What follows belongs to an exercise in optimizing a design on an open flow for small area, a short achievable clock period and few clock cycles; a production flow would make more cautious choices.
Power is estimated from default activity; no workload was simulated.

==> run a <==
## idex_unit
module idex_unit (
    input  logic                     clk_i,
    input  logic                     rst_n_i,
    input  logic                     req_i,
    input  idex_ctrl_pkg::word_t     inst_i,
    input  idex_ctrl_pkg::word_t     pc_i,
    input  idex_ctrl_pkg::word_t     rs1_data_i,
    input  idex_ctrl_pkg::word_t     rs2_data_i,
    output idex_ctrl_pkg::reg_addr_t rs1_addr_o,
    output idex_ctrl_pkg::reg_addr_t rs2_addr_o,
    output logic                     ack_o,
    output logic                     rd_we_o,
    output idex_ctrl_pkg::reg_addr_t rd_addr_o,
    output idex_ctrl_pkg::word_t     rd_data_o,
    output idex_ctrl_pkg::word_t     pc_next_o,
    output logic                     inst_err_o
);
    logic b_reg, sub_reg, sub_imm;
    logic en_sum, en_p, en_g, en_shr, en_shl, en_lt, en_ltu, en_lui, en_auipc, en_link;
    logic pn_sum, pn_imm, pn_br, pn_seq, we, illegal;
    logic eq, lt, ltu, cond;
    idex_ctrl_pkg::word_t imm_i;
    idex_ctrl_pkg::word_t sum, p, g, shr, shl;
    idex_ctrl_pkg::word_t pc4;
    idex_ctrl_pkg::word_t pc_imm;
    assign rs1_addr_o = inst_i[19:15];
    assign rs2_addr_o = inst_i[24:20];
    idex_decoder u_decoder (
        .inst_i     (inst_i),
        .b_reg_o    (b_reg),
        .sub_reg_o  (sub_reg),
        .sub_imm_o  (sub_imm),
        .en_sum_o   (en_sum),
        .en_p_o     (en_p),
        .en_g_o     (en_g),
        .en_shr_o   (en_shr),
        .en_shl_o   (en_shl),
        .en_lt_o    (en_lt),
  ...
==> module int_alu, before the edit <==
module int_alu #(
    parameter int ALU_ARCH = 0
) (
    input  idex_ctrl_pkg::word_t a_i,
    input  idex_ctrl_pkg::word_t rs2_i,
    input  idex_ctrl_pkg::word_t imm_i,
    input  logic                 b_reg_i,    
    input  logic                 sub_reg_i,
    input  logic                 sub_imm_i,
    input  logic                 left_i,     
    input  logic                 arith_i,    
    output idex_ctrl_pkg::word_t sum_o,
    output idex_ctrl_pkg::word_t p_o,        
    output idex_ctrl_pkg::word_t g_o,        
    output idex_ctrl_pkg::word_t shr_o,
    output idex_ctrl_pkg::word_t shl_o,
    output logic                 eq_o,
    output logic                 lt_o,
    output logic                 ltu_o
);
    idex_ctrl_pkg::word_t bx;
    idex_ctrl_pkg::word_t a_rev;
    idex_ctrl_pkg::word_t sh_in;
    logic [4:0]           shamt;
    logic                 sub;
    logic                 cout;
    logic                 fill;
    logic [32:0]          sh_ext;
    logic rs2_pos, rs2_neg;
    assign rs2_pos = b_reg_i & ~sub_reg_i;
    assign rs2_neg = b_reg_i & sub_reg_i;
    assign bx  = ({32{rs2_pos}} & rs2_i) | ({32{rs2_neg}} & ~rs2_i)
               | ({32{~b_reg_i}} & (imm_i ^ {32{sub_imm_i}}));
    assign sub = b_reg_i ? sub_reg_i : sub_imm_i;
    assign p_o = a_i ^ bx;
    assign g_o = a_i & bx;
    pfx_add #(.W(32), .ARCH(ALU_ARCH)) u_add (
        .a_i    (a_i),
        .b_i    (bx),
        .cin_i  (sub),
        .sum_o  (sum_o),
        .cout_o (cout)
    );
    assign eq_o  = &p_o;
    assign ltu_o = ~cout;
    assign lt_o  = ~cout ^ a_i[31] ^ ~bx[31];
    always_comb begin
        for (int i = 0; i < 32; i++) begin
            a_rev[i] = a_i[31-i];
            shl_o[i] = shr_o[31-i];
        end
    end
    assign shamt  = b_reg_i ? rs2_i[4:0] : imm_i[4:0];
    assign sh_in  = left_i ? a_rev : a_i;
    assign fill   = arith_i & a_i[31];
    assign sh_ext = $signed({fill, sh_in}) >>> shamt;
    assign shr_o  = sh_ext[31:0];
endmodule
==> module idex_unit, before the edit <==
module idex_unit (
    input  logic                     clk_i,
    input  logic                     rst_n_i,
    input  logic                     req_i,
    input  idex_ctrl_pkg::word_t     inst_i,
    input  idex_ctrl_pkg::word_t     pc_i,
    input  idex_ctrl_pkg::word_t     rs1_data_i,
    input  idex_ctrl_pkg::word_t     rs2_data_i,
    output idex_ctrl_pkg::reg_addr_t rs1_addr_o,
    output idex_ctrl_pkg::reg_addr_t rs2_addr_o,
    output logic                     ack_o,
    output logic                     rd_we_o,
    output idex_ctrl_pkg::reg_addr_t rd_addr_o,
    output idex_ctrl_pkg::word_t     rd_data_o,
    output idex_ctrl_pkg::word_t     pc_next_o,
    output logic                     inst_err_o
);
    logic b_reg, sub_reg, sub_imm;
    logic en_sum, en_p, en_g, en_shr, en_shl, en_lt, en_ltu, en_lui, en_auipc, en_link;
    logic pn_sum, pn_imm, pn_br, pn_seq, we, illegal;
    logic eq, lt, ltu, cond;
    idex_ctrl_pkg::word_t imm_i;
    idex_ctrl_pkg::word_t sum, p, g, shr, shl;
    idex_ctrl_pkg::word_t pc4;
    idex_ctrl_pkg::word_t pc_imm;
    assign rs1_addr_o = inst_i[19:15];
    assign rs2_addr_o = inst_i[24:20];
    idex_decoder u_decoder (
        .inst_i     (inst_i),
        .b_reg_o    (b_reg),
        .sub_reg_o  (sub_reg),
        .sub_imm_o  (sub_imm),
        .en_sum_o   (en_sum),
        .en_p_o     (en_p),
        .en_g_o     (en_g),
        .en_shr_o   (en_shr),
        .en_shl_o   (en_shl),
        .en_lt_o    (en_lt),
        .en_ltu_o   (en_ltu),
        .en_lui_o   (en_lui),
        .en_auipc_o (en_auipc),
        .en_link_o  (en_link),
        .pn_sum_o   (pn_sum),
        .pn_imm_o   (pn_imm),
        .pn_br_o    (pn_br),
        .pn_seq_o   (pn_seq),
        .we_o       (we),
        .illegal_o  (illegal)
    );
    assign imm_i = {{20{inst_i[31]}}, inst_i[31:20]};
    int_alu u_alu (
        .a_i       (rs1_data_i),
        .rs2_i     (rs2_data_i),
        .imm_i     (imm_i),
        .b_reg_i   (b_reg),
        .sub_reg_i (sub_reg),
        .sub_imm_i (sub_imm),
        .left_i    (~inst_i[14]),
        .arith_i   (inst_i[14] & inst_i[30]),
        .sum_o     (sum),
        .p_o       (p),
        .g_o       (g),
        .shr_o     (shr),
        .shl_o     (shl),
        .eq_o      (eq),
        .lt_o      (lt),
        .ltu_o     (ltu)
    );
    branch_unit u_bru (
        .inst_i   (inst_i),
        .pc_i     (pc_i),
        .eq_i     (eq),
        .lt_i     (lt),
        .ltu_i    (ltu),
        .pc4_o    (pc4),
        .pc_imm_o (pc_imm),
        .cond_o   (cond)
    );
    retire_ctrl u_retire (
        .rst_n_i    (rst_n_i),
        .req_i      (req_i),
        .inst_i     (inst_i),
        .en_sum_i   (en_sum),
        .en_p_i     (en_p),
        .en_g_i     (en_g),
        .en_shr_i   (en_shr),
        .en_shl_i   (en_shl),
        .en_lt_i    (en_lt),
        .en_ltu_i   (en_ltu),
        .en_lui_i   (en_lui),
        .en_auipc_i (en_auipc),
        .en_link_i  (en_link),
        .pn_sum_i   (pn_sum),
        .pn_imm_i   (pn_imm),
        .pn_br_i    (pn_br),
        .pn_seq_i   (pn_seq),
        .cond_i     (cond),
        .we_i       (we),
        .illegal_i  (illegal),
        .sum_i      (sum),
        .p_i        (p),
        .g_i        (g),
        .shr_i      (shr),
        .shl_i      (shl),
        .lt_i       (lt),
        .ltu_i      (ltu),
        .pc4_i      (pc4),
        .pc_imm_i   (pc_imm),
        .ack_o      (ack_o),
        .rd_we_o    (rd_we_o),
        .rd_addr_o  (rd_addr_o),
        .rd_data_o  (rd_data_o),
        .pc_next_o  (pc_next_o),
        .inst_err_o (inst_err_o)
    );
endmodule
==> flow/config.mk <==
export PLATFORM = sky130hd
export DESIGN_NAME = idex_unit
export DESIGN_NICKNAME = idex_unit
export VERILOG_FILES = /design/flow/design.v
export SDC_FILE = /design/flow/constraint.sdc
export NUM_CORES = 4
export LEC_CHECK = 0
export ABC_AREA = 1
export CAP_MARGIN = 20
export CORE_MARGIN = 2
export CORE_UTILIZATION = 30
export SLEW_MARGIN = 20
==> flow/constraint.sdc <==
create_clock -name core_clock -period 6.5 [get_ports {clk_i}]
set_input_delay 1.3000 -clock core_clock [delete_from_list [all_inputs] [get_ports {clk_i}]]
set_output_delay 1.3000 -clock core_clock [all_outputs]
set_load 0.01 [all_outputs]
standard.sh (not shown) runs the stock make flow with config.mk's settings and CLKGATE_MAP_FILE= SYNTH_SCRIPT=/design/flow/synth_recipe.tcl, a recipe that flattens the netlist after the stock synthesis.
==> flow/flow/run.sh <==
#!/bin/bash
# Own layout flow: the standard ORFS flow (standard.sh) with two changes:
#  - synthesis leaves adders to ABC (ADDER_MAP_FILE empty: no full/half
#    adder cells are extracted before technology mapping);
#  - the port buffers are plain buf_2 cells instead of the delay cells that
#    buffer_ports picks by default. Each port still gets its own buffer.
set -euo pipefail
bash standard.sh "ADDER_MAP_FILE=" \
    "BUFFER_PORTS_ARGS=-buffer_cell sky130_fd_sc_hd__buf_2" finish > orfs_make.log 2>&1
==> inputs of run b, as changes to run a <==
--- a/flow/design.v
+++ b/flow/design.v
@@ -82,6 +82,7 @@
     input  logic                 sub_imm_i,
     input  logic                 left_i,     
     input  logic                 arith_i,    
+    input  logic                 sh_reg_i,   
     output idex_ctrl_pkg::word_t sum_o,
     output idex_ctrl_pkg::word_t p_o,        
     output idex_ctrl_pkg::word_t g_o,        
@@ -123,7 +124,7 @@
             shl_o[i] = shr_o[31-i];
         end
     end
-    assign shamt  = b_reg_i ? rs2_i[4:0] : imm_i[4:0];
+    assign shamt  = sh_reg_i ? rs2_i[4:0] : imm_i[4:0];
     assign sh_in  = left_i ? a_rev : a_i;
     assign fill   = arith_i & a_i[31];
     assign sh_ext = $signed({fill, sh_in}) >>> shamt;
@@ -327,6 +328,7 @@
         .sub_imm_i (sub_imm),
         .left_i    (~inst_i[14]),
         .arith_i   (inst_i[14] & inst_i[30]),
+        .sh_reg_i  (inst_i[5]),      
         .sum_o     (sum),
         .p_o       (p),
         .g_o       (g),
==> flow/flow/run.sh (replaced) <==
#!/bin/bash
# Own layout flow: the standard ORFS flow (standard.sh) with two changes:
#  - synthesis leaves adders to ABC (ADDER_MAP_FILE empty: no full/half
#    adder cells are extracted before technology mapping);
#  - the port buffers are plain buf_1 cells instead of the delay cells that
#    buffer_ports picks by default. Each port still gets its own buffer.
set -euo pipefail
bash standard.sh "ADDER_MAP_FILE=" \
    "BUFFER_PORTS_ARGS=-buffer_cell sky130_fd_sc_hd__buf_1" finish > orfs_make.log 2>&1
- CORE_UTILIZATION: 30 -> 40
==> comparison <==
Of run b and run a, run a has the higher area after synthesis (gap about 0.7%, measured against run a). Against run a, the synthesized cell count of run b is larger by 1.1%. Of run a and run b, run b has the higher fmax (gap 3.0%, measured against run b). In run a the cell count is larger than in run b, by about 4%. Between run a and run b, the lower combinational power is in run b (gap about 6%, measured against run b). Hold slack: run a is lower than run b (0.019 ns). Of run b and run a, run b has the higher utilization (gap 11 points). Between run a and run b, the lower setup slack is in run a (gap 0.19 ns). Of run a and run b, run a has the higher die area (gap 33%, measured against run b). Against run a, the via count of run b is smaller by about 1.2%.
==> figures <==
	run b	run a
Proportion of synthesized area in mux cells	0.4596%	0.4565%
Placed instance area	9849 sq um	10250 sq um
Area inside the core boundary	21220 sq um	28780 sq um
Number of vias after detailed routing	12.95k	13.11k
First-pass iteration count of the detailed router	6	7
Synth Area in Compound Gates	28.13%	27.28%
Worst Setup SP	inst_i[13]	inst_i[2]
Max stage delay cell, worst path	sky130_fd_sc_hd__o21ai_1	sky130_fd_sc_hd__o21ai_0
Diodes inserted	1	0
Drt initial violations	1215	1382
Synthesized-area fraction occupied by and/or/nand/nor cells	47.67%	47.92%
Pin count of the biggest net entering global routing	65	63
First-pass GRT wire length	66030 um	73660 um
Netlist area before placement	8712 sq um	8771 sq um
Die area	22980 sq um	30620 sq um
Growth of design area from synthesis to finish	13.13%	16.98%
Internal power	0.0002570 W	0.0002806 W
Final standard cell area without fillers	9856 sq um	10260 sq um
Run status	complete, no violations	complete, no violations
Critical Path End	pc_next_o[6]	rd_data_o[10]
Multi-input logic portion of the cell area	73.26%	70.68%
Function was not checked in any run of this note: the RTL went through the layout flow alone.
